Background: an optimization exercise with open tools, aiming at small area, a short achievable clock period and few clock cycles per item. Do not read the settings as production practice. Only simulation tests tie the RTL to the original design; equivalence was not proved. Power is estimated from default activity; no workload was simulated.

## run A
## sorted_priority_queue
module sorted_priority_queue (
    input  logic        clk,
    input  logic        rst_n,
    input  logic        in_valid,
    output logic        in_ready,
    input  logic [2:0]  func,
    input  logic [15:0] tag,
    input  logic [15:0] prio,
    input  logic [15:0] high_bound,
    output logic        out_valid,
    input  logic        out_ready,
    output logic [2:0]  status,
    output logic [15:0] out_tag,
    output logic [15:0] out_prio,
    output logic [4:0]  removed,
    output logic [4:0]  count
);
    localparam int N = 16;
    localparam logic [2:0] FN_ENQ    = 3'd0;
    localparam logic [2:0] FN_DEQ    = 3'd1;
    localparam logic [2:0] FN_PEEK   = 3'd2;
    localparam logic [2:0] FN_GET    = 3'd3;
    localparam logic [2:0] FN_CHANGE = 3'd4;
    localparam logic [2:0] FN_RANGE  = 3'd5;
    localparam logic [2:0] FN_CLEAR  = 3'd6;
    localparam logic [2:0] ST_OK       = 3'd0;
    localparam logic [2:0] ST_TAKEN    = 3'd1;
    localparam logic [2:0] ST_EMPTY    = 3'd2;
    localparam logic [2:0] ST_NOTFOUND = 3'd3;
    localparam logic [2:0] ST_FULL     = 3'd4;
    localparam logic [2:0] ST_AMBIG    = 3'd5;
    function automatic logic [1:0] cmp16(input logic [15:0] a, input logic [15:0] b);
        logic [15:0] g1, e1;
        logic [7:0]  g2, e2;
        logic [3:0]  g3, e3;
        logic [1:0]  g4, e4;
        g1 = a & ~b;
        e1 = ~(a ^ b);
        for (int j = 0; j < 8; j++)
        begin
            g2[j] = g1[2*j+1] | (e1[2*j+1] & g1[2*j]);
            e2[j] = e1[2*j+1] & e1[2*j];
        end
        for (int j = 0; j < 4; j++)
        begin
            g3[j] = g2[2*j+1] | (e2[2*j+1] & g2[2*j]);
            e3[j] = e2[2*j+1] & e2[2*j];
        end
        for (int j = 0; j < 2; j++)
        begin
            g4[j] = g3[2*j+1] | (e3[2*j+1] & g3[2*j]);
            e4[j] = e3[2*j+1] & e3[2*j];
        end
        cmp16 = {g4[1] | (e4[1] & g4[0]), e4[1] & e4[0]};
    endfunction
  ...
For scale: ~4500 cells after synthesis, about 700 flip-flops, about 0.043 mm2 of cells after synthesis.
make LEC_CHECK=0 CAP_MARGIN=10 CORE_MARGIN=2 CORE_UTILIZATION=50 SETUP_SLACK_MARGIN=2.7 SLEW_MARGIN=10 finish   # period 6.0 ns
run.sh (not shown) runs the stock make flow with config.mk's settings and CLKGATE_MAP_FILE= SYNTH_SCRIPT=/design/flow/synth_recipe.tcl, a recipe that flattens the netlist after the stock synthesis.
Run A completed end to end with timing, DRC and antenna clean.
Testbench counts of run A, summed over its fixed seeds: cycles 17,117, ops 16,000.
Input-level comparison between run B and run A:
Settings: swapping 2.7 for 2.6 in SETUP_SLACK_MARGIN; swapping 50 for 48 in CORE_UTILIZATION.
Notes after the runs:
Area of all placed cells without fillers: run B better than run A
Higher portion of total power attributed to combinational logic goes to run A over run B.
When run B is measured against run A, its critical path depth turns out 4 lower.
Per the final summary, run B finished and its layout is clean on timing, DRC and antenna.
## Diff of input files: run C against run B
Settings: swapping 2.6 for 2.95 in SETUP_SLACK_MARGIN; swapping 10 for 5 in SLEW_MARGIN; swapping 48 for 50 in CORE_UTILIZATION; swapping 10 for 5 in CAP_MARGIN.
- Note that the via count recorded for run B amounts to 0.928 times the value seen in run C.
- Compared with run B, run C shows a lower setup skew after layout.
- Going from run B to run C, core utilization increased 9.7 points; synthesized area flat.
- The setup slack of run C is larger than that of run B.
- Run C finished all stages; the layout is clean.
- Area overhead of the layout relative to synthesis: run C vs run B up 15 points
- Run C against run B: final period utilization saw a decrease; depth of the critical timing path with buffers and inverters included climbed 5.

Setup of P:
Starting RTL as in the previous note.
==> flow/config.mk <==
export PLATFORM = sky130hd
export DESIGN_NAME = sorted_priority_queue
export DESIGN_NICKNAME = sorted_priority_queue
export VERILOG_FILES = /design/flow/design.v
export SDC_FILE = /design/flow/constraint.sdc
export NUM_CORES = 4
export LEC_CHECK = 0
export CAP_MARGIN = 20
export CORE_MARGIN = 2
export CORE_UTILIZATION = 50
export SETUP_SLACK_MARGIN = 2.4
export SLEW_MARGIN = 20
==> flow/constraint.sdc <==
create_clock -name core_clock -period 6.0 [get_ports {clk}]
set_input_delay 1.2000 -clock core_clock [delete_from_list [all_inputs] [get_ports {clk}]]
set_output_delay 1.2000 -clock core_clock [all_outputs]
set_load 0.01 [all_outputs]
Looking at the reports, P completed the entire flow and the layout it produced met the timing, design-rule and antenna checks.
Testbench counts of P, summed over its fixed seeds: cycles 17,117, ops 16,000.
Inputs modified between P and Q:
Settings: changing CAP_MARGIN from 20 to 5; changing SETUP_SLACK_MARGIN from 2.4 to 2.8; changing SLEW_MARGIN from 20 to 5.
Worst path arrival time for Q: 0.38 ns down relative to P. [compare] base=P new=Q: maximum fanout count along the critical path shrank by 3, final standard cell utilization of the core grew by 3.3 points, amount of wire on met2 after detailed routing grew by 1800 um, routed wire length grew by about 5.4%, portion of the clock cycle consumed by the worst path in the final layout shrank by 6.1 points. Setup WNS P -> Q: better. Compared with P, Q shows count of clock-net buffers in the final layout that has gone up by more than 10%. Per the comparison of Q with P, minimum hold slack has remained practically unchanged, pin count of the biggest net entering global routing shows no meaningful change.
Relative to Q, the following input files were edited for R:
Settings: CAP_MARGIN: 5 -> 20; SETUP_SLACK_MARGIN: 2.8 -> 2.7; SLEW_MARGIN: 5 -> 20.
Notes after the runs:
R vs. Q: core utilization went down by 0.88 points; global-route wire length before repair was more or less identical; highest cell delay on the worst timing path went up by 0.20 ns; layout buffering overhead excluding clock cells went down by 1.4 points.
Comparing the two runs side by side, R comes out behind Q on minimum period implied by the final worst setup slack.
Taking Q as the reference point, the clock network fraction of design power of R rises by 0.6 points.
The share of total power consumed by net switching of Q and that of R are within noise of each other.
Comparing Q and R, share of the cycle needed by the critical path after routing is higher on R.
The run showing the greater overall power is Q.
Input changes introduced in S (baseline for comparison: R):
Settings: swapping 2.7 for 2.85 in SETUP_SLACK_MARGIN; swapping 50 for 55 in CORE_UTILIZATION.
Findings:
From S to R, area of the mapped netlist did not move at all. Comparing S and R, the lower overall via count from detail_route is on R. Number of nets in the layout, S and R: larger value in S.

==> re-timing with driven ports <==
The flow's constraints put no driver on any port. The routed layouts listed below were extracted and timed again, unchanged, in two steps. Step 1: set_driving_cell puts a clkbuf_16 on clk and a buf_2 on each other input, an assumption about the parent block. Step 2 moves the port delays by t, midway between the first and last clock arrival at a register: inputs arrive t later, outputs are due t later. That takes back most of the time a late clock gives input paths. a / b / c = no drivers / after step 1 / after step 2; a / b = the first two.
| run | t (ns) | setup slack, ns | worst hold slack (ns) | worst setup path after step 2 | clock arrival spread, ns |
|---|---|---|---|---|---|
| run A | 0.768 | 2.586 / 2.586 / 1.970 | 0.464 / 0.464 / 0.464 | input to register | 0.031 / 0.032 |
| run B | 0.757 | 2.476 / 2.509 / 1.752 | 0.477 / 0.477 / 0.477 | input to register | 0.046 / 0.046 |
| run C | 0.762 | 2.532 / 2.532 / 1.915 | 0.471 / 0.471 / 0.471 | input to register | 0.036 / 0.036 |
| P | 0.764 | 2.323 / 2.341 / 1.611 | 0.471 / 0.471 / 0.471 | input to register | 0.031 / 0.031 |
| Q | 0.734 | 2.687 / 2.687 / 2.072 | 0.471 / 0.471 / 0.471 | input to register | 0.022 / 0.022 |
| R | 0.752 | 2.603 / 2.603 / 1.998 | 0.464 / 0.464 / 0.464 | input to register | 0.022 / 0.023 |
| S | 0.735 | 2.547 / 2.547 / 2.015 | 0.478 / 0.478 / 0.478 | input to register | 0.030 / 0.030 |
After both steps every run listed still meets setup and hold. The setup slack of run B, which loses most, moves by +0.033 ns with the drivers and by -0.724 ns with both steps.
